Background: an optimization exercise with open tools, aiming at small area. Do not read the settings as production practice. The RTL was checked by simulation tests, not by an equivalence proof against the original design. No activity file was given, so power comes from the tool's default toggle rates.

==> flow/design.v (outline; a module is shown in full before it is edited, if it fits) <==
// module poly_voice_engine: 1314 lines
module poly_voice_engine #(
  parameter int NUM_VOICES   = 8,
  parameter int PHASE_W      = 32,
  parameter int ENV_W        = 16,
  parameter int VEL_W        = 7,
  parameter int OUT_W        = 24,
  parameter int SAMPLE_DIV   = 1024,
  parameter int ATTACK_STEP  = 64,
  parameter int RELEASE_STEP = 16
) (
  input  logic                          i_clk,
  input  logic                          i_reset_n,
  input  logic                          i_cmd_valid,
  output logic                          o_cmd_ready,
  input  logic                          i_cmd_note_on,
  input  logic [$clog2(NUM_VOICES)-1:0] i_cmd_voice,
  input  logic [PHASE_W-1:0]            i_cmd_tuning,
  input  logic [VEL_W-1:0]              i_cmd_velocity,
  input  logic [1:0]                    i_wave_sel,
  output logic signed [OUT_W-1:0]       o_sample,
  output logic                          o_sample_valid,
  output logic [NUM_VOICES-1:0]         o_active_voices
);
  // ...
==> flow/flow/run.sh <==
#!/bin/bash
set -euo pipefail
here=$(cd "$(dirname "$0")" && pwd)
export CTS_ARGS="-sink_clustering_enable -repair_clock_nets -dont_use_dummy_load -buf_list sky130_fd_sc_hd__clkbuf_4 -sink_clustering_size 10 -sink_clustering_max_diameter 40"
export BUFFER_PORTS_ARGS="-buffer_cell sky130_fd_sc_hd__buf_1"
if [[ -s "$here/abc_area.script" ]]; then
  rm -rf scripts_area
  cp -r "$FLOW_HOME/scripts" scripts_area
  cp "$here/abc_area.script" scripts_area/abc_area.script
  export SCRIPTS_DIR="$PWD/scripts_area"
fi
if [[ -s "$here/synth_args.txt" ]]; then export SYNTH_ARGS="$(cat "$here/synth_args.txt")"; fi
bash standard.sh > flow_standard.log 2>&1
==> flow/flow/abc_area.script <==
strash
dch
amap
topo
==> flow/flow/synth_args.txt <==
-noabc
==> flow/standard.sh <==
#!/bin/bash
# synth_recipe.tcl (not shown) runs the flow's synth.tcl, then flattens the netlist and writes it again
# the make line also repeats each setting of config.mk as NAME=value (left out here)
make -C /OpenROAD-flow-scripts/flow DESIGN_CONFIG=/design/flow/config.mk WORK_HOME=/design/flow/orfs CLKGATE_MAP_FILE= SYNTH_SCRIPT=/design/flow/synth_recipe.tcl "${@:-finish}"
==> flow/config.mk <==
export PLATFORM = sky130hd
export DESIGN_NAME = poly_voice_engine
export DESIGN_NICKNAME = poly_voice_engine
export VERILOG_FILES = /design/flow/design.v
export SDC_FILE = /design/flow/constraint.sdc
export NUM_CORES = 4
export LEC_CHECK = 0
export ABC_AREA = 1
export CAP_MARGIN = 0
export CORE_MARGIN = 2
export CORE_UTILIZATION = 45
export SLEW_MARGIN = 0
==> flow/constraint.sdc <==
create_clock -name core_clock -period 10.0 [get_ports {i_clk}]
set_input_delay 2.0000 -clock core_clock [delete_from_list [all_inputs] [get_ports {i_clk}]]
set_output_delay 2.0000 -clock core_clock [all_outputs]
set_load 0.01 [all_outputs]
==> flow_summary.yaml, run 1 <==
worst_setup_path:
  cp-end-kind: "register"
  critPathArrivalTime_ps: 9730
  crit_buf_inv: 5
  r2r-start: "r_tick[8]"
clocking:
  path_clk_slew_ps: 100
  cts_hold_buf: 0
  cts-root-buf: "clkbuf_4"
min_path:
  hold_path_class: "reg2reg"
  whs_endpoint: "c_phase[6][18]"
yosys:
  synth.distinct_cells: 39
  async_reset_ff_share_pct: 7.417
  synthCells: 2613
  ys_ff_latch: 782
  ys_warn_count: 8
detailed_routing:
  routed_wl_um: 71650
  vias: 20650
  routed_via_density: 5.568
timing:
  slew_headroom_pct: 25.71
  worst_slack_ps: 1017
  tns_ps: 0
  finalCritPeriodShare_pct: 89.83
  worst_pin_slew_ps: 1114
  fin_hold_ws_ps: 214.3
  max_freq_ghz: 0.1113
grt:
  antenna_found_initial: 7
  grt_overflow: 0
power:
  powerSeq_mw: 3.95
  finalPower_mw: 7.340
  p_sw_share_pct: 30.31
  p_comb_mw: 1.98
  switching_power_mw: 2.225
  p_clk_mw: 1.41
  ir_drop_mv: 0.1097
cells_and_area:
  syn_to_final_growth_pct: 9.138
  layout_commonest_cell: "dfxtp_1"
  design.seq.count: 782
  nClkBuffers: 104
  nets: 3212
placement:
  dpl.cell_count: 3603
  dp.final_hpwl_um: 46270
status:
  outcome: "complete, no violations"
floorplanning:
  tap_cells: 855
==> run 2: changes to the inputs <==
--- a/flow/config.mk
+++ b/flow/config.mk
@@ -6,7 +6,8 @@
 export NUM_CORES = 4
 export LEC_CHECK = 0
 export ABC_AREA = 1
-export CAP_MARGIN = 0
+export CAP_MARGIN = 20
 export CORE_MARGIN = 2
 export CORE_UTILIZATION = 45
-export SLEW_MARGIN = 0
+export GPL_TIMING_DRIVEN = 0
+export SLEW_MARGIN = 20
==> run 2 against run 1 <==
Still clean. Clock skew is 49 ps lower. Total power up 0.42%. Synthesized area is the same. Sequential power about the same. Combinational power barely moved.
==> flow_summary.yaml, run 2 <==
status:
  outcome: "complete, no violations"
cells_and_area:
  mostFrequentLayoutCells: "dfxtp_1, o22ai_1, nor2_1"
  post-route-util_pct: 50.11
  syn_to_final_growth_pct: 10.32
  reg_top3: "c_phase: 256 flops, c_tuning: 256 flops, c_envh: 96 flops"
  final_cells: 3693
  drive_gt1_share_pct: 7.017
  fin_area_um2: 32190
  nets: 3196
  fillers: 5778
  layout_commonest_cell: "dfxtp_1"
placement:
  gp_congestion: 0.8706
  port_buffers: 81
  postPlaceCellArea_um2: 31380
  dp.final_hpwl_um: 47240
  dpl.cell_count: 3587
  pre_cts_ws_ps: -29.05
timing:
  rsz0062_at_grt: "no"
  worst_slack_ps: 505.5
  hold_viol_final: 0
  finalCritPeriodShare_pct: 94.95
  slew_headroom_pct: 17.06
  final_max_slew_viol_count: 0
  tns_ps: 0
  worst_pin_slew_ps: 1244
  fin_skew_ps: 136.8
  max_freq_ghz: 0.1053
  timing.final.crit_period_ps: 9495
  fin_hold_ws_ps: 217.9
  final-setup-viol-count: 0
floorplanning:
  rows: 93
  die_area_um2: 66890
  core_region_area_um2: 64230
  start_util_pct: 45.43
  die_h_um: 258.6
  die_width_um: 258.6
  ios: 82
detailed_routing:
  ant_nets: 0
  drt_iter0_drc: 1579
  routed_via_density: 5.583
  wl_per_cell_um: 18.80
  routed_wl_um: 69430
  drc: 0
  vias: 20620
  first_pass_iters: 5
job:
  maxCapViolCount: 0
clocking:
  cts-root-buf: "clkbuf_4"
  cts_buffers: 104
  clock-sinks: 782
  clock_latency_ps: 840
  cts_buffer_depth: 3
  cts_hold_buf: 0
  cts_tree: "yes"
  path_clk_slew_ps: 100
  h-tree-depth: 3
yosys:
  ys_ff_latch: 782
  syn_nets: 2971
  synth_top_area_share_pct: 49.67
  synthTopCellsByCount: "dfxtp_1, o22ai_1, nor2_1"
  synth-edff-count: 0
  yosysTopAreaCell: "dfxtp_1"
  synth.area.top_cells: "dfxtp_1, fa_1, o22ai_1"
  synthCells: 2613
  synth_top_flop_cell: "dfxtp_1"
  ys_seq_area_share_pct: 54.65
  syn-cell-area_um2: 29180
  ys_warn_count: 8
  async_reset_ff_share_pct: 7.417
  syn_area_per_cell_um2: 11.17
  synth.distinct_cells: 39
  yosysMostFrequentCell: "dfxtp_1"
worst_setup_path:
  critPathTopFamily: "adder cells"
  slowest_stage: "or2_0"
  r2r-start: "c_vel[1][1]"
  cp_common_cell: "fa_1"
  cp-start-kind: "register"
  cp-end-kind: "register"
  timing_worst_setup_path_type: "reg2reg"
  critPathArrivalTime_ps: 10270
  reg2reg_to: "r_acc[24]"
  crit_required_ps: 10770
  crit_buf_inv: 3
  crit_chain: "clkinv_1 -> nor2b_1 -> or2_0 -> o22ai_1 -> a21oi_1 -> fa_1 -> fa_1 -> fa_1 -> fa_1 -> fa_1 -> fa_1 -> fa_1 -> fa_1 -> fa_1 -> fa_1 -> fa_1 -> fa_1 -> fa_1 -> clkinv_1 -> fa_1 -> fa_1 -> clkinv_1"
  path_max_fanout: 20
  reg2regPathDepth: 22
  slowest_delay_ps: 870
  crit_start: "c_vel[1][1]"
  ff2ff_setup_slack_ps: 510
grt:
  grt_usage_pct: 20.94
  grt_max_degree: 44
  grt_pass1_vias: 20480
  grt_overflow: 0
  antenna_found_initial: 3
  grt_pass1_wl_um: 111700
min_path:
  hold_path_class: "reg2reg"
  min_from: "c_phase[6][27]"
  holdPathStages: 0
  whs_endpoint: "c_phase[7][27]"
power:
  finalPower_mw: 7.371
  ir_drop_mv: 0.1188
  power.leakage_nw: 12.67
  p_per_area_nw_per_um2: 229.0
## run 2: what timing repair did
item                                    CTS  global route
buffers inserted                          0             0
pin swaps                                 0             0
endpoints found under the setup margin    1             8
gates resized for setup                   1             5
## run 2: layer usage
metal,vias up,GRT usage (%),routed length (um)
met1,10030,29.86,32390
met4,2,7.145,1612
met5,-,0,12
li1,9734,-,-
met2,729,32.42,30780
met3,119,3.492,4632
## run 2: worst max-delay path by stage
stage	endpoint	cells after the start	slack, ps
2_1_floorplan	c_phase[2][31]	25	1430
3_3_place_gp	r_a[15]	25	-1520
3_5_place_dp	r_a[15]	27	-30
4_1_cts	r_a[15]	28	100
5_1_grt	r_a[15]	30	70
6_report	r_acc[24]	22	510
## run 2: cell type report
class / count / area, um2 / share of cell area [%]
Antenna cell: 2 / 5.005 / 0.01555
Inverter: 214 / 815.8 / 2.534
Clock buffer: 104 / 780.7 / 2.425
Timing Repair Buffer: 119 / 919.6 / 2.857
Multi-Input combinational cell: 1617 / 12640 / 39.28
Sequential cell: 782 / 15950 / 49.56
Tap cell: 855 / 1070 / 3.323
## run 2: where the power goes
part / internal, mW / switching, mW / leakage (nW)
registers: 3.74 / 0.226 / 6.73
logic: 0.914 / 1.09 / 5.46
clock network: 0.474 / 0.929 / 0.478
## run 2: worst reg2reg max path: stages (launching register included)
cell and delay, ps:
dfxtp_1 780, clkinv_1 760, nor2b_1 370, or2_0 870
o22ai_1 230, a21oi_1 260, fa_1 510, fa_1 540
fa_1 430, fa_1 390, fa_1 390, fa_1 390
fa_1 390, fa_1 390, fa_1 390, fa_1 410
fa_1 390, fa_1 420, fa_1 400, clkinv_1 70
fa_1 190, fa_1 430, clkinv_1 50
## run 2: logic make-up after synthesis
family / count (synthesis) / share of synthesized area, %
AOI/OAI and AO/OA: 785 / 16.37
and+or+nand+nor: 522 / 7.659
buffers and inverters: 214 / 2.753
DFF: 782 / 54.65
adders and majority gates: 310 / 18.57
==> run 3: changes to the inputs <==
--- a/flow/config.mk
+++ b/flow/config.mk
@@ -8,6 +8,6 @@
 export ABC_AREA = 1
 export CAP_MARGIN = 20
 export CORE_MARGIN = 2
-export CORE_UTILIZATION = 45
+export CORE_UTILIZATION = 55
 export GPL_TIMING_DRIVEN = 0
 export SLEW_MARGIN = 20
==> run 3 against run 2 <==
Still clean. Total power is 0.96% lower. Sequential share of layout area is 0.47 points higher. Critical path depth is 1 higher. Utilization is 11 points higher. First-iteration DRC count is 14% lower. Critical path type unchanged. Critical endpoint unchanged.
==> flow_summary.yaml, run 3 <==
grt:
  grt_pass1_vias: 20110
  grt_overflow: 0
  grt_usage_pct: 25.05
  grt_max_degree: 44
  antenna_found_initial: 4
  grt_pass1_wl_um: 108200
clocking:
  post-cts-setup-buffers: 0
  clock-sinks: 782
  clock_latency_ps: 870
  path_clk_slew_ps: 90
  cts_hold_buf: 0
  cts_tree: "yes"
  cts_buffer_depth: 3
  cts_resized: 1
  cts-root-buf: "clkbuf_4"
  h-tree-depth: 3
  cts_buffers: 97
power:
  p_sw_share_pct: 30.27
  power.leakage_nw: 12.62
  ir_drop_mv: 0.1372
  switching_power_mw: 2.209
  p_per_area_nw_per_um2: 228.9
  p_int_mw: 5.091
  seq_power_share_pct: 54.2
  pwr-share-clk_pct: 18.7
  pwr-share-comb_pct: 27.1
yosys:
  synthCells: 2613
  syn_nets: 2971
  ys_warn_count: 8
  yosysTopAreaCell: "dfxtp_1"
  synth-edff-count: 0
  syn-cell-area_um2: 29180
  synth.distinct_cells: 39
  synth_top_area_share_pct: 49.67
  yosysMostFrequentCell: "dfxtp_1"
  synthTopCellsByCount: "dfxtp_1, o22ai_1, nor2_1"
  ys_seq_area_share_pct: 54.65
  synth_top_flop_cell: "dfxtp_1"
  async_reset_ff_share_pct: 7.417
  synth.area.top_cells: "dfxtp_1, fa_1, o22ai_1"
  syn_area_per_cell_um2: 11.17
  ys_ff_latch: 782
cells_and_area:
  layout_commonest_cell: "dfxtp_1"
  reg_top3: "c_phase: 256 flops, c_tuning: 256 flops, c_envh: 96 flops"
  nets: 3190
  fillers: 4452
  multi_input_area_um2: 12650
  syn_to_final_growth_pct: 9.280
  post-route-util_pct: 60.68
  drive_gt1_share_pct: 6.890
  mostFrequentLayoutCells: "dfxtp_1, o22ai_1, nor2_1"
  seq_area_um2: 15950
timing:
  worst_pin_slew_ps: 1055
  fin_hold_ws_ps: 234.3
  max_freq_ghz: 0.1079
  finalCritPeriodShare_pct: 92.71
  fin_skew_ps: 124.6
  rsz0062_at_grt: "no"
  hold_viol_final: 0
  slew_headroom_pct: 29.66
  final_max_slew_viol_count: 0
  timing.final.crit_period_ps: 9271
  final-setup-viol-count: 0
worst_setup_path:
  path_max_fanout: 20
  timing_worst_setup_path_type: "reg2reg"
  slowest_stage: "or2_0"
  cp_common_cell: "fa_1"
  cp-start-kind: "register"
  crit_required_ps: 10780
  slowest_delay_ps: 830
  crit_chain: "clkinv_1 -> nor2b_1 -> or2_0 -> o22ai_1 -> nor2_1 -> a21oi_1 -> fa_1 -> fa_1 -> fa_1 -> fa_1 -> fa_1 -> fa_1 -> fa_1 -> fa_1 -> fa_1 -> fa_1 -> fa_1 -> fa_1 -> fa_1 -> clkinv_1 -> fa_1 -> fa_1 -> clkinv_1"
  critPathArrivalTime_ps: 10050
  cp-end-kind: "register"
  r2r-start: "c_vel[1][1]"
  crit_start: "c_vel[1][1]"
placement:
  dp.final_hpwl_um: 45070
  gp_congestion: 0.8890
  port_buffers: 81
status:
  outcome: "complete, no violations"
min_path:
  hold_path_class: "reg2reg"
  min_from: "c_phase[3][21]"
job:
  maxCapViolCount: 0
floorplanning:
  rows: 84
  die_area_um2: 54910
  ios: 82
  core_region_area_um2: 52550
  start_util_pct: 55.52
  die_width_um: 234.3
  die_h_um: 234.3
detailed_routing:
  vias: 20340
  wl_per_cell_um: 19.27
  routed_wl_um: 67850
  ant_nets: 0
  routed_via_density: 5.779
  drt_iter0_drc: 1360
  first_pass_iters: 5
  drc: 0
-- run 3: logic make-up after synthesis --
family,share of synthesized area [%]
AO/OA/AOI/OAI,16.37
flip-flops,54.65
AND/OR/NAND/NOR,7.659
adder cells (fa/ha/maj),18.57
buffers and inverters,2.753
-- run 3: power groups by stage --
stage / logic, mW / registers (mW) / clock network [mW]
6_report: 1.98 / 3.95 / 1.37
3_5_place_dp: 2.02 / 4.02 / 0
5_1_grt: 2.36 / 4.01 / 1.54
2_1_floorplan: 1.46 / 3.98 / 0
4_1_cts: 2.02 / 3.96 / 1.42
3_3_place_gp: 1.90 / 4.01 / 0
-- run 3: layer usage --
layer	up-vias	share of wire (%)	global-route usage, %
met5	-	0.016	0
met4	2	2.5	8.707
met3	125	6.6	4.353
met2	664	44	38.44
met1	9843	47	35.93
li1	9708	-	-
-- run 3: final timing paths --
check	to	slack [ps]	cells after the start
min in group asynchronous	r_tick[1]	1150	1
setup reg to reg	r_acc[24]	730	23
hold reg to reg	c_phase[4][21]	230	0
max in group asynchronous	r_sample[8]	8180	2
hold / removal	c_phase[4][21]	230	0
setup / recovery	r_acc[24]	730	23
-- run 3: area by class of cell --
class / count / share of cell area (%)
antenna: 2 / 0.01570
clock buffer: 97 / 2.284
inverter: 214 / 2.566
multi-input combinational: 1617 / 39.69
sequential: 782 / 50.04
tap: 688 / 2.700
timing repair buffer: 120 / 2.712
-- run 3: worst max-delay path: cells and delay by family, from the launching register on --
family | cells | cell delay, ps
AND/OR/NAND/NOR | 3 | 1310
AO/OA/AOI/OAI | 2 | 290
flip-flops | 1 | 780
buffers and inverters | 3 | 840
adder cells (fa/ha/maj) | 15 | 6030
-- run 3: stage by stage --
stage	power (mW)	instances	TNS, ps	setup WS (ps)	instance area (um2)
detailed placement	6.045	3421	-19.28	-19.28	31120
finish	7.300	3520	0	728.8	31890
CTS	7.401	3518	0	9.258	31860
floorplan	5.442	2613	0	1431	29180
global placement	5.917	3382	-21350	-1786	30340
global route	7.911	3520	0	158.7	31890
==> run 4: changes to the inputs <==
--- a/flow/config.mk
+++ b/flow/config.mk
@@ -8,6 +8,5 @@
 export ABC_AREA = 1
 export CAP_MARGIN = 20
 export CORE_MARGIN = 2
-export CORE_UTILIZATION = 55
-export GPL_TIMING_DRIVEN = 0
+export CORE_UTILIZATION = 45
 export SLEW_MARGIN = 20
==> run 4 against run 3 <==
Via count up 1.4%. Synthesized cell count unchanged. Still clean on timing, DRC and antenna. Sequential share of layout area is essentially flat. Non-clock buffer count rose by 16. Global-route usage is 3.4 points lower. Critical endpoint unchanged. Utilization fell by 11 points. Final area decreased by 0.11%.
==> flow_summary.yaml, run 4 <==
worst_setup_path:
  cp-start-kind: "register"
  cp-end-kind: "register"
  timing_worst_setup_path_type: "reg2reg"
  ff2ff_setup_slack_ps: 1010
  crit_required_ps: 10740
  critPathArrivalTime_ps: 9740
  path_max_fanout: 24
grt:
  grt_pass1_vias: 21310
  grt_pass1_wl_um: 115300
  grt_max_degree: 59
  antenna_found_initial: 7
  grt_usage_pct: 21.65
  grt_overflow: 0
clocking:
  cts_tree: "yes"
  cts_buffer_depth: 3
  post-cts-setup-buffers: 0
  cts_resized: 0
  path_clk_slew_ps: 100
  h-tree-depth: 3
  clock_latency_ps: 940
  cts-root-buf: "clkbuf_4"
  cts_hold_buf: 0
  clock-sinks: 782
  cts_buffers: 104
power:
  switching_power_mw: 2.228
  seq_power_share_pct: 53.8
  p_int_mw: 5.116
  ir_drop_mv: 0.1099
  pwr-share-comb_pct: 27.0
  p_per_area_nw_per_um2: 230.6
  pwr-share-clk_pct: 19.2
  finalPower_mw: 7.344
  p_sw_share_pct: 30.34
  power.leakage_nw: 12.60
timing:
  timing.final.crit_period_ps: 8994
  worst_slack_ps: 1006
  hold_viol_final: 0
  final_max_slew_viol_count: 0
  max_freq_ghz: 0.1112
  rsz0062_at_grt: "no"
  worst_pin_slew_ps: 1066
  slew_headroom_pct: 28.94
  fin_skew_ps: 181.5
  tns_ps: 0
  final-setup-viol-count: 0
  fin_hold_ws_ps: 215.8
  finalCritPeriodShare_pct: 89.94
yosys:
  synthCells: 2613
  yosysTopAreaCell: "dfxtp_1"
  ys_warn_count: 8
  synth_top_flop_cell: "dfxtp_1"
  yosysMostFrequentCell: "dfxtp_1"
  async_reset_ff_share_pct: 7.417
  synthTopCellsByCount: "dfxtp_1, o22ai_1, nor2_1"
  syn-cell-area_um2: 29180
  ys_seq_area_share_pct: 54.65
  synth-edff-count: 0
  ys_ff_latch: 782
  syn_nets: 2971
  synth.area.top_cells: "dfxtp_1, fa_1, o22ai_1"
  syn_area_per_cell_um2: 11.17
  synth_top_area_share_pct: 49.67
  synth.distinct_cells: 39
detailed_routing:
  ant_nets: 0
  routed_wl_um: 71610
  first_pass_iters: 6
  drt_iter0_drc: 1508
  wl_per_cell_um: 19.30
  vias: 20630
  drc: 0
  routed_via_density: 5.561
cells_and_area:
  final_cells: 3710
  multi_input_area_um2: 12530
  reg_top3: "c_phase: 256 flops, c_tuning: 256 flops, c_envh: 96 flops"
  fin_area_um2: 31850
  syn_to_final_growth_pct: 9.164
  nets: 3213
  mostFrequentLayoutCells: "dfxtp_1, o22ai_1, nor2_1"
  fillers: 5848
  seq_area_um2: 15950
  layout_commonest_cell: "dfxtp_1"
  post-route-util_pct: 49.59
  drive_gt1_share_pct: 6.414
floorplanning:
  core_region_area_um2: 64230
  die_h_um: 258.6
  die_width_um: 258.6
  ios: 82
  start_util_pct: 45.43
  rows: 93
  die_area_um2: 66890
placement:
  dpl.cell_count: 3603
  postPlaceCellArea_um2: 31060
  port_buffers: 81
  dp.final_hpwl_um: 46270
  pre_cts_ws_ps: 1095
  gp_congestion: 0.9285
min_path:
  hold_path_class: "reg2reg"
job:
  maxCapViolCount: 0
status:
  outcome: "complete, no violations"
## run 4: logic make-up after synthesis
family | after synthesis | synth area share, %
and+or+nand+nor | 522 | 7.659
AOI/OAI and AO/OA | 785 | 16.37
buffers and inverters | 214 | 2.753
adders and majority gates | 310 | 18.57
DFF | 782 | 54.65
## run 4: layout make-up
class                           instances  share of cell area, %
Sequential cell                       782                  50.06
Multi-Input combinational cell       1617                  39.34
Tap cell                              855                  3.359
Inverter                              214                  2.522
Clock buffer                          104                  2.451
Timing Repair Buffer                  136                  2.255
Antenna cell                            2                0.01571
## run 4: worst paths after layout
kind / depth (start not counted) / end / startpoint
worst max-delay path: 25 / r_acc[24] / r_tick[8]
worst min-delay path: 0 / c_phase[6][18] / c_phase[5][18]
worst max register to register: 25 / r_acc[24] / r_tick[8]
worst min register to register: 0 / c_phase[6][18] / c_phase[5][18]
max in group asynchronous: 2 / r_sample[8] / i_reset_n
min in group asynchronous: 2 / r_state[4][1] / i_reset_n
## run 4: metal layers
metal | routed length [um] | global-route usage (%) | part of all wire [%] | vias to the layer above
met5 | 64 | 0 | 0.089 | -
met4 | 1892 | 7.900 | 2.6 | 10
met3 | 4532 | 3.971 | 6.3 | 165
met2 | 31940 | 33.55 | 45 | 691
met1 | 33180 | 30.39 | 46 | 10020
li1 | - | - | - | 9750
## run 4: critical path, cell delays in order, from the launching register on
cell and delay (ps):
dfrtp_1 390, nor4_1 550, nand2_1 210, nor2_1 480, clkinv_1 490, buf_4 400, nor2_1 130, buf_4 280
nor2b_1 100, ha_1 310, fa_1 500, fa_1 430, fa_1 390, fa_1 390, fa_1 390, fa_1 390
fa_1 390, fa_1 390, fa_1 390, fa_1 390, fa_1 410, fa_1 380, clkinv_1 70, fa_1 190
fa_1 420, clkinv_1 50
## run 4: power groups by stage
stage          sequential, mW  combinational (mW)  clock (mW)
2_1_floorplan            3.98                1.46           0
3_3_place_gp             4.01                1.93           0
3_5_place_dp             4.02                2.02           0
4_1_cts                  3.96                2.02        1.47
5_1_grt                  4.01                2.31        1.59
6_report                 3.95                1.98        1.41
==> run 5: changes to the inputs <==
--- a/flow/flow/run.sh
+++ b/flow/flow/run.sh
@@ -3,6 +3,7 @@
 here=$(cd "$(dirname "$0")" && pwd)
 export CTS_ARGS="-sink_clustering_enable -repair_clock_nets -dont_use_dummy_load -buf_list sky130_fd_sc_hd__clkbuf_4 -sink_clustering_size 10 -sink_clustering_max_diameter 40"
 export BUFFER_PORTS_ARGS="-buffer_cell sky130_fd_sc_hd__buf_1"
+export GPL_KEEP_OVERFLOW=0
 if [[ -s "$here/abc_area.script" ]]; then
   rm -rf scripts_area
   cp -r "$FLOW_HOME/scripts" scripts_area
--- a/flow/config.mk
+++ b/flow/config.mk
@@ -8,5 +8,5 @@
 export ABC_AREA = 1
 export CAP_MARGIN = 20
 export CORE_MARGIN = 2
-export CORE_UTILIZATION = 45
+export CORE_UTILIZATION = 50
 export SLEW_MARGIN = 20
==> run 5 against run 4 <==
Still clean on timing, DRC and antenna. Clock-buffer cell count fell by 6. Non-clock buffer count down 5. Clock skew shrank 69 ps. Maximum frequency shrank 3.0%. Register-to-register slack worse by 270 ps. Final cell count decreased by 2.7%. Total power about the same. Via count is 0.26% lower. Clock power fell by 3%.
==> flow_summary.yaml, run 5 <==
yosys:
  yosysTopAreaCell: "dfxtp_1"
  synth_top_flop_cell: "dfxtp_1"
  syn_nets: 2971
  synth-edff-count: 0
  synth.area.top_cells: "dfxtp_1, fa_1, o22ai_1"
  ys_ff_latch: 782
  async_reset_ff_share_pct: 7.417
  syn_area_per_cell_um2: 11.17
  synth.distinct_cells: 39
  syn-cell-area_um2: 29180
  synthCells: 2613
  yosysMostFrequentCell: "dfxtp_1"
  synthTopCellsByCount: "dfxtp_1, o22ai_1, nor2_1"
  ys_seq_area_share_pct: 54.65
  ys_warn_count: 8
  synth_top_area_share_pct: 49.67
placement:
  dpl.cell_count: 3502
  pre_cts_ws_ps: 64.73
  gp_congestion: 0.8744
  postPlaceCellArea_um2: 31370
  dp.final_hpwl_um: 47980
  port_buffers: 81
job:
  maxCapViolCount: 0
worst_setup_path:
  cp-start-kind: "register"
  cp-endpoint: "r_a[15]"
  crit_start: "c_fresh[0]"
  crit_required_ps: 10720
  r2r-start: "c_fresh[0]"
  critPathArrivalTime_ps: 9990
  cp-end-kind: "register"
  ff2ff_setup_slack_ps: 730
  timing_worst_setup_path_type: "reg2reg"
  path_max_fanout: 19
  reg2reg_to: "r_a[15]"
  reg2regPathDepth: 26
clocking:
  cts_buffer_depth: 3
  cts-root-buf: "clkbuf_4"
  clock-sinks: 782
  cts_tree: "yes"
  cts_buffers: 98
  clock_latency_ps: 850
  h-tree-depth: 3
  path_clk_slew_ps: 100
power:
  finalPower_mw: 7.347
  ir_drop_mv: 0.1518
  p_per_area_nw_per_um2: 228.2
  power.leakage_nw: 12.72
detailed_routing:
  vias: 20580
  first_pass_iters: 6
  ant_nets: 0
  routed_via_density: 5.704
  drt_iter0_drc: 1659
  drc: 0
  routed_wl_um: 70340
  wl_per_cell_um: 19.50
timing:
  slew_headroom_pct: 33.19
  worst_slack_ps: 731.3
  timing.final.crit_period_ps: 9269
  finalCritPeriodShare_pct: 92.69
  final_max_slew_viol_count: 0
  hold_viol_final: 0
  worst_pin_slew_ps: 1002
  rsz0062_at_grt: "no"
  final-setup-viol-count: 0
  fin_skew_ps: 112.0
  max_freq_ghz: 0.1079
cells_and_area:
  fin_area_um2: 32190
  reg_top3: "c_phase: 256 flops, c_tuning: 256 flops, c_envh: 96 flops"
  final_cells: 3608
  mostFrequentLayoutCells: "dfxtp_1, o22ai_1, nor2_1"
  drive_gt1_share_pct: 7.248
  post-route-util_pct: 55.79
  fillers: 4984
  layout_commonest_cell: "dfxtp_1"
  nets: 3202
  syn_to_final_growth_pct: 10.32
floorplanning:
  core_region_area_um2: 57700
  die_h_um: 245.6
  start_util_pct: 50.57
  die_width_um: 245.6
  ios: 82
  rows: 88
  die_area_um2: 60300
grt:
  grt_overflow: 0
  grt_max_degree: 44
  grt_pass1_vias: 20650
  grt_usage_pct: 23.78
  grt_pass1_wl_um: 113400
  antenna_found_initial: 3
min_path:
  hold_path_class: "reg2reg"
status:
  outcome: "complete, no violations"
run 5: layout make-up:
class	count	area (um2)	share of cell area, %
sequential	782	15950	49.56
multi-input combinational	1617	12650	39.31
timing repair buffer	131	1072	3.331
tap	765	957.2	2.974
inverter	214	814.5	2.531
clock buffer	98	735.7	2.286
antenna	1	2.502	0.007774
run 5: timing repair:
item / CTS / global route
hold buffers: 0 / 0
setup buffers: 0 / 7
pin swaps: 0 / 1
gates resized for setup: 1 / 3
setup endpoints to repair: 1 / 8
run 5: logic make-up after synthesis:
logic type,share of synthesized area [%]
buf+inv,2.753
fa+ha+maj,18.57
simple gates,7.659
compound gates,16.37
flops,54.65
run 5: through the flow:
step                hold WS (ps)  TNS [ps]
floorplan                  309.6         0
CTS                        256.7         0
global placement           309.7     -4116
global route               281.9         0
finish                     263.0         0
detailed placement         312.1         0
run 5: report_power, final:
part           leakage [nW]  internal (mW)  switching, mW  total, mW
sequential             6.73           3.74          0.231       3.97
combinational          5.54          0.921           1.09       2.01
clock                 0.451          0.448          0.921       1.37
total                  12.7           5.10           2.24       7.35
run 5: worst min path at each step:
stage / from / endpoint / slack (ps) / depth (start not counted)
2_1_floorplan: c_envh[7][0] / c_envh[0][0] / 310 / 0
3_5_place_dp: c_phase[7][2] / c_phase[0][2] / 310 / 0
4_1_cts: c_phase[5][22] / c_phase[6][22] / 260 / 0
3_3_place_gp: c_envh[6][11] / c_envh[7][11] / 310 / 0
6_report: c_phase[5][22] / c_phase[6][22] / 260 / 0
5_1_grt: c_phase[5][22] / c_phase[6][22] / 280 / 0
run 5: worst max-delay path, stage by stage, from the launching register on:
cell and delay [ps]:
dfxtp_2 650, clkinv_1 560, nand2_1 650, clkinv_1 390, nor2_2 540, o21ai_0 190, a31oi_1 470, clkinv_1 520
o22ai_1 340, nor2_1 60, a21oi_1 240, fa_1 480, fa_1 580, fa_1 430, fa_1 550, ha_1 250
and2_0 180, a221oi_1 270, o21ai_0 250, a41oi_1 430, o41ai_1 160, nand3_1 110, nand2_1 60, fa_1 380
a21oi_1 210, nor2_1 60, a21oi_1 110
run 5: metal layers:
layer / track usage (%) / vias up / part of all wire (%) / wire length, um
li1: - / 9722 / - / -
met1: 34.01 / 9912 / 46 / 32300
met2: 36.38 / 781 / 44 / 31300
met3: 4.726 / 161 / 6.9 / 4853
met4: 7.522 / 4 / 2.7 / 1870
met5: 0 / - / 0.028 / 20
==> run 6: changes to the inputs <==
--- a/flow/flow/run.sh
+++ b/flow/flow/run.sh
@@ -3,7 +3,6 @@
 here=$(cd "$(dirname "$0")" && pwd)
 export CTS_ARGS="-sink_clustering_enable -repair_clock_nets -dont_use_dummy_load -buf_list sky130_fd_sc_hd__clkbuf_4 -sink_clustering_size 10 -sink_clustering_max_diameter 40"
 export BUFFER_PORTS_ARGS="-buffer_cell sky130_fd_sc_hd__buf_1"
-export GPL_KEEP_OVERFLOW=0
 if [[ -s "$here/abc_area.script" ]]; then
   rm -rf scripts_area
   cp -r "$FLOW_HOME/scripts" scripts_area
==> run 6 against run 5 <==
Maximum frequency up 4.9%. Global-route usage up 0.059 points. Synthesized area unchanged. Non-clock buffer count up 4. Synthesized cell count unchanged. Die area unchanged. Wire length up 0.25%. Final cell count up 0.22%. First-iteration DRC count down 3.3%. Critical path depth up 1. Final area down 1.5%. Setup slack better by 430 ps.
==> flow_summary.yaml, run 6 <==
worst_setup_path:
  cp_common_cell: "fa_1"
  slowest_delay_ps: 450
  critPathArrivalTime_ps: 9520
  path_max_fanout: 18
  ff2ff_setup_slack_ps: 1170
  reg2regPathDepth: 27
  r2r-start: "r_tick[5]"
  cp-start-kind: "register"
  crit_required_ps: 10690
  slowest_stage: "fa_1"
  timing_worst_setup_path_type: "reg2reg"
  reg2reg_to: "c_phase[2][31]"
  cp-end-kind: "register"
min_path:
  hold_path_class: "reg2reg"
  whs_endpoint: "c_phase[3][16]"
  holdPathStages: 0
  min_from: "c_phase[2][16]"
yosys:
  yosysTopAreaCell: "dfxtp_1"
  synth_xor_area_share_pct: 0
  ys_warn_count: 8
  synth-edff-count: 0
  syn_area_per_cell_um2: 11.17
  synthAdderAreaFrac_pct: 18.57
  synthMuxAreaShare_pct: 0
  synth_top_area_share_pct: 49.67
  syn_nets: 2971
  syn-cell-area_um2: 29180
  synth_top_flop_cell: "dfxtp_1"
  synth.area.top_cells: "dfxtp_1, fa_1, o22ai_1"
  synthCells: 2613
  synth_top_family_by_area: "adder cells"
  ys_ff_latch: 782
  synth.distinct_cells: 39
  synthSimpleGateAreaFrac_pct: 7.659
  synthTopCellsByCount: "dfxtp_1, o22ai_1, nor2_1"
  yosysMostFrequentCell: "dfxtp_1"
  synth_compound_area_share_pct: 16.37
  async_reset_ff_share_pct: 7.417
  ys_seq_area_share_pct: 54.65
grt:
  grt_overflow: 0
  grt_pass1_wl_um: 113700
  antenna_found_initial: 5
  grt_usage_pct: 23.84
  grt_pass1_vias: 20930
  grt_max_degree: 59
detailed_routing:
  wl_per_cell_um: 19.50
  ant_nets: 0
  routed_via_density: 5.711
  routed_wl_um: 70520
  drt_iter0_drc: 1605
  vias: 20650
  first_pass_iters: 6
  drc: 0
clocking:
  cts_buffer_depth: 3
  cts_hold_buf: 0
  cts_tree: "yes"
  post-cts-setup-buffers: 0
  cts_buffers: 99
  cts-root-buf: "clkbuf_4"
  path_clk_slew_ps: 110
  clock_latency_ps: 840
  cts_resized: 0
  h-tree-depth: 3
  clock-sinks: 782
cells_and_area:
  fin_area_um2: 31700
  multi_input_area_um2: 12530
  nets: 3207
  fillers: 5075
  seq_area_um2: 15950
  reg_top3: "c_phase: 256 flops, c_tuning: 256 flops, c_envh: 96 flops"
  drive_gt1_share_pct: 6.182
  mostFrequentLayoutCells: "dfxtp_1, o22ai_1, nor2_1"
  syn_to_final_growth_pct: 8.632
  layout_commonest_cell: "dfxtp_1"
timing:
  finalCritPeriodShare_pct: 88.34
  worst_pin_slew_ps: 1080
  final_max_slew_viol_count: 0
  hold_viol_final: 0
  fin_skew_ps: 111.5
  fin_hold_ws_ps: 262.7
  final-setup-viol-count: 0
  tns_ps: 0
  rsz0062_at_grt: "no"
  slew_headroom_pct: 28.01
  worst_slack_ps: 1166
  timing.final.crit_period_ps: 8834
  max_freq_ghz: 0.1132
floorplanning:
  ios: 82
  die_h_um: 245.6
  die_width_um: 245.6
  start_util_pct: 50.57
  rows: 88
  die_area_um2: 60300
  core_region_area_um2: 57700
power:
  p_int_mw: 5.104
  ir_drop_mv: 0.1666
  seq_power_share_pct: 53.9
  p_sw_share_pct: 30.30
  pwr-share-comb_pct: 27.3
  power.leakage_nw: 12.57
  p_per_area_nw_per_um2: 231.0
  pwr-share-clk_pct: 18.7
  switching_power_mw: 2.219
status:
  outcome: "complete, no violations"
placement:
  port_buffers: 81
  dp.final_hpwl_um: 45620
  gp_congestion: 0.9083
  postPlaceCellArea_um2: 30940
  pre_cts_ws_ps: 788.8
job:
  maxCapViolCount: 0
-- run 6: area by class of cell --
cell class	instances	area share (%)
tap	765	3.020
multi-input combinational	1617	39.52
clock buffer	99	2.345
antenna	4	0.03158
sequential	782	50.31
timing repair buffer	135	2.242
inverter	214	2.534
-- run 6: cell families after synthesis --
kind of cell / after synthesis
AOI/OAI and AO/OA: 785
DFF: 782
and+or+nand+nor: 522
adders and majority gates: 310
buffers and inverters: 214
-- run 6: worst max-delay path, delay by kind of cell (launching register included) --
family | cells | cell delay [ps]
buf+inv | 3 | 650
compound gates | 4 | 590
fa+ha+maj | 15 | 6480
simple gates | 5 | 600
flops | 1 | 380
-- run 6: worst max-delay path by stage --
| stage | startpoint | to | slack (ps) |
|---|---|---|---|
| after floorplan | r_tick[9] | c_phase[2][31] | 1430 |
| after global placement | i_wave_sel[1] | r_a[15] | 950 |
| after detailed placement | i_wave_sel[1] | r_a[15] | 790 |
| after CTS | r_tick[5] | c_phase[2][31] | 1130 |
| after global routing | c_fresh[0] | r_a[15] | 420 |
| final | r_tick[5] | c_phase[2][31] | 1170 |
-- run 6: power by group through the flow --
stage | logic (mW) | registers [mW] | clock network [mW]
after floorplan | 1.46 | 3.98 | 0
after global placement | 1.96 | 4.01 | 0
after detailed placement | 2.04 | 4.02 | 0
after CTS | 2.05 | 3.95 | 1.43
after global routing | 2.37 | 4.01 | 1.56
final | 2.00 | 3.95 | 1.37
-- run 6: metrics by stage --
step / util, % / cells / power (mW)
floorplan: - / 2613 / 5.442
global placement: 53.63 / 3513 / 5.969
detailed placement: 53.63 / 3513 / 6.065
CTS: 54.92 / 3612 / 7.431
global route: 54.93 / 3615 / 7.937
finish: 54.94 / 3616 / 7.322
-- run 6: per-layer routing --
| layer | wire, um | vias to the layer above | GRT usage, % |
|---|---|---|---|
| li1 | - | 9738 | - |
| met1 | 32950 | 9985 | 34.26 |
| met2 | 30980 | 755 | 36.32 |
| met3 | 4651 | 166 | 4.398 |
| met4 | 1900 | 6 | 7.968 |
| met5 | 37 | - | 0 |
==> run 7: changes to the inputs <==
--- a/flow/flow/run.sh
+++ b/flow/flow/run.sh
@@ -1,7 +1,7 @@
 #!/bin/bash
 set -euo pipefail
 here=$(cd "$(dirname "$0")" && pwd)
-export CTS_ARGS="-sink_clustering_enable -repair_clock_nets -dont_use_dummy_load -buf_list sky130_fd_sc_hd__clkbuf_4 -sink_clustering_size 10 -sink_clustering_max_diameter 40"
+export CTS_ARGS="-sink_clustering_enable -repair_clock_nets -dont_use_dummy_load -buf_list sky130_fd_sc_hd__clkbuf_4 -sink_clustering_size 12 -sink_clustering_max_diameter 35"
 export BUFFER_PORTS_ARGS="-buffer_cell sky130_fd_sc_hd__buf_1"
 if [[ -s "$here/abc_area.script" ]]; then
   rm -rf scripts_area
==> run 7 against run 6 <==
Still clean on timing, DRC and antenna. Flip-flop and latch count did not move. Setup slack improved by 47 ps. Final cell count barely moved. Critical path depth did not move. Critical path type unchanged. Critical endpoint unchanged. Largest cell class unchanged. Largest power group unchanged.
==> flow_summary.yaml, run 7 <==
yosys:
  synth_top_area_share_pct: 49.67
  synthCells: 2613
  syn_nets: 2971
  synth.area.top_cells: "dfxtp_1, fa_1, o22ai_1"
  async_reset_ff_share_pct: 7.417
  syn-cell-area_um2: 29180
  ys_ff_latch: 782
  synthTopCellsByCount: "dfxtp_1, o22ai_1, nor2_1"
  synth.distinct_cells: 39
  yosysTopAreaCell: "dfxtp_1"
  yosysMostFrequentCell: "dfxtp_1"
  syn_area_per_cell_um2: 11.17
  ys_seq_area_share_pct: 54.65
  synth_top_flop_cell: "dfxtp_1"
  ys_warn_count: 8
  synth-edff-count: 0
worst_setup_path:
  critPathTopFamily: "adder cells"
  path_max_fanout: 18
  slowest_delay_ps: 450
  cp-start-kind: "register"
  slowest_stage: "fa_1"
  crit_required_ps: 10740
  cp_common_cell: "fa_1"
  crit_buf_inv: 3
  cp-end-kind: "register"
  timing_worst_setup_path_type: "reg2reg"
  critPathArrivalTime_ps: 9530
placement:
  port_buffers: 81
  pre_cts_ws_ps: 788.8
  postPlaceCellArea_um2: 30940
  gp_congestion: 0.9083
  dp.final_hpwl_um: 45620
cells_and_area:
  drive_gt1_share_pct: 6.248
  nets: 3209
  reg_top3: "c_phase: 256 flops, c_tuning: 256 flops, c_envh: 96 flops"
  mostFrequentLayoutCells: "dfxtp_1, o22ai_1, nor2_1"
  layout_commonest_cell: "dfxtp_1"
  fin_area_um2: 31710
  fillers: 5066
  syn_to_final_growth_pct: 8.675
clocking:
  cts_tree: "yes"
  cts_buffers: 101
  h-tree-depth: 3
  cts_buffer_depth: 3
  clock-sinks: 782
  cts_hold_buf: 0
  cts-root-buf: "clkbuf_4"
  post-cts-setup-buffers: 0
  clock_latency_ps: 850
  cts_resized: 0
  path_clk_slew_ps: 110
detailed_routing:
  first_pass_iters: 5
  routed_via_density: 5.702
  wl_per_cell_um: 19.53
  routed_wl_um: 70630
  drt_iter0_drc: 1662
  ant_nets: 0
  vias: 20630
  drc: 0
timing:
  hold_viol_final: 0
  timing.final.crit_period_ps: 8788
  fin_hold_ws_ps: 264.4
  final-setup-viol-count: 0
  final_max_slew_viol_count: 0
  worst_slack_ps: 1212
  worst_pin_slew_ps: 1086
  finalCritPeriodShare_pct: 87.88
  fin_skew_ps: 129.4
  slew_headroom_pct: 27.39
  rsz0062_at_grt: "no"
  max_freq_ghz: 0.1138
  tns_ps: 0
grt:
  grt_pass1_vias: 20910
  antenna_found_initial: 5
  grt_overflow: 0
  grt_max_degree: 59
  grt_usage_pct: 23.84
  grt_pass1_wl_um: 113700
job:
  maxCapViolCount: 0
power:
  pwr-share-clk_pct: 18.9
  p_sw_share_pct: 30.36
  seq_power_share_pct: 53.8
  p_per_area_nw_per_um2: 231.4
  switching_power_mw: 2.228
  p_int_mw: 5.111
  power.leakage_nw: 12.58
  ir_drop_mv: 0.1460
  pwr-share-comb_pct: 27.3
floorplanning:
  start_util_pct: 50.57
  ios: 82
  rows: 88
  die_width_um: 245.6
  die_h_um: 245.6
  core_region_area_um2: 57700
  die_area_um2: 60300
min_path:
  hold_path_class: "reg2reg"
status:
  outcome: "complete, no violations"
run 7: area by class of cell:
type                    count  area (um2)  area share [%]
diodes                      3       7.507         0.02368
inverters                 214       803.3           2.533
flip-flops and latches    782       15950           50.29
multi-input cells        1617       12530           39.51
clock buffers             101       758.2           2.391
repair buffers            135       710.7           2.241
well taps                 765       957.2           3.019
run 7: worst paths after layout:
check / cells after the start / to / slack (ps) / start
worst min register to register: 0 / c_phase[2][2] / 260 / c_phase[1][2]
worst max-delay path: 27 / c_phase[2][31] / 1210 / r_tick[9]
min in group asynchronous: 2 / r_state[5][1] / 1280 / i_reset_n
worst min-delay path: 0 / c_phase[2][2] / 260 / c_phase[1][2]
worst max register to register: 27 / c_phase[2][31] / 1210 / r_tick[9]
max in group asynchronous: 2 / r_state[0][0] / 8120 / i_reset_n
run 7: power groups by stage:
stage	sequential (mW)	combinational, mW	clock, mW
finish	3.95	2.00	1.39
floorplan	3.98	1.46	0
global placement	4.01	1.96	0
global route	4.01	2.37	1.58
CTS	3.95	2.05	1.44
detailed placement	4.02	2.04	0
run 7: cell families after synthesis:
family / after synthesis / synth area share [%]
AOI/OAI and AO/OA: 785 / 16.37
adders and majority gates: 310 / 18.57
buffers and inverters: 214 / 2.753
DFF: 782 / 54.65
and+or+nand+nor: 522 / 7.659
run 7: metal layers:
| metal | wire, um | share of wire, % | up-vias | track usage, % |
|---|---|---|---|---|
| met3 | 4798 | 6.8 | 141 | 4.475 |
| met5 | 37 | 0.052 | - | 0 |
| met1 | 33180 | 47 | 10000 | 34.17 |
| met2 | 30950 | 44 | 722 | 36.36 |
| met4 | 1663 | 2.4 | 6 | 8.039 |
| li1 | - | - | 9756 | - |
run 7: metrics by stage:
step	std cells	power, mW	util [%]
6_report	3617	7.339	54.96
5_1_grt	3616	7.956	54.96
4_1_cts	3614	7.445	54.95
3_5_place_dp	3513	6.065	53.63
3_3_place_gp	3513	5.969	53.63
2_1_floorplan	2613	5.442	-

==> re-timing with driven ports <==
The flow's constraints put no driver on any port. The routed layouts listed below were extracted and timed again, unchanged, in two steps.
Step 1 sets driving cells, clkbuf_16 on the clock port and buf_2 on the other inputs (assumed; they add their load-dependent delay and slew).
Step 2, shift: input delay + t, output delay - t, t = (earliest + latest rising clock arrival at the registers) / 2. This alone moves slack from input paths to output paths.
Slacks: ideal / step 1 / step 2; pairs: ideal / step 1.
run	shift t [ns]	setup slack, ns	worst register clock-pin slew, ns	worst slew at a driven data input, ns
run 1	0.897	1.017 / 1.017 / 0.980	0.11 / 0.11	0.12
run 2	0.853	0.505 / 0.505 / 0.418	0.11 / 0.11	0.10
run 3	0.871	0.729 / 0.729 / 0.462	0.11 / 0.11	0.09
run 4	0.899	1.006 / 1.006 / 0.976	0.11 / 0.11	0.12
run 5	0.851	0.731 / 0.731 / 0.559	0.11 / 0.11	0.09
run 6	0.857	1.166 / 1.166 / 0.646	0.11 / 0.11	0.09
run 7	0.861	1.212 / 1.212 / 0.694	0.12 / 0.12	0.08
After both steps every run listed still meets setup and hold. The setup slack of run 6, which loses most, moves by 0.000 ns with the drivers and by -0.520 ns with both steps.
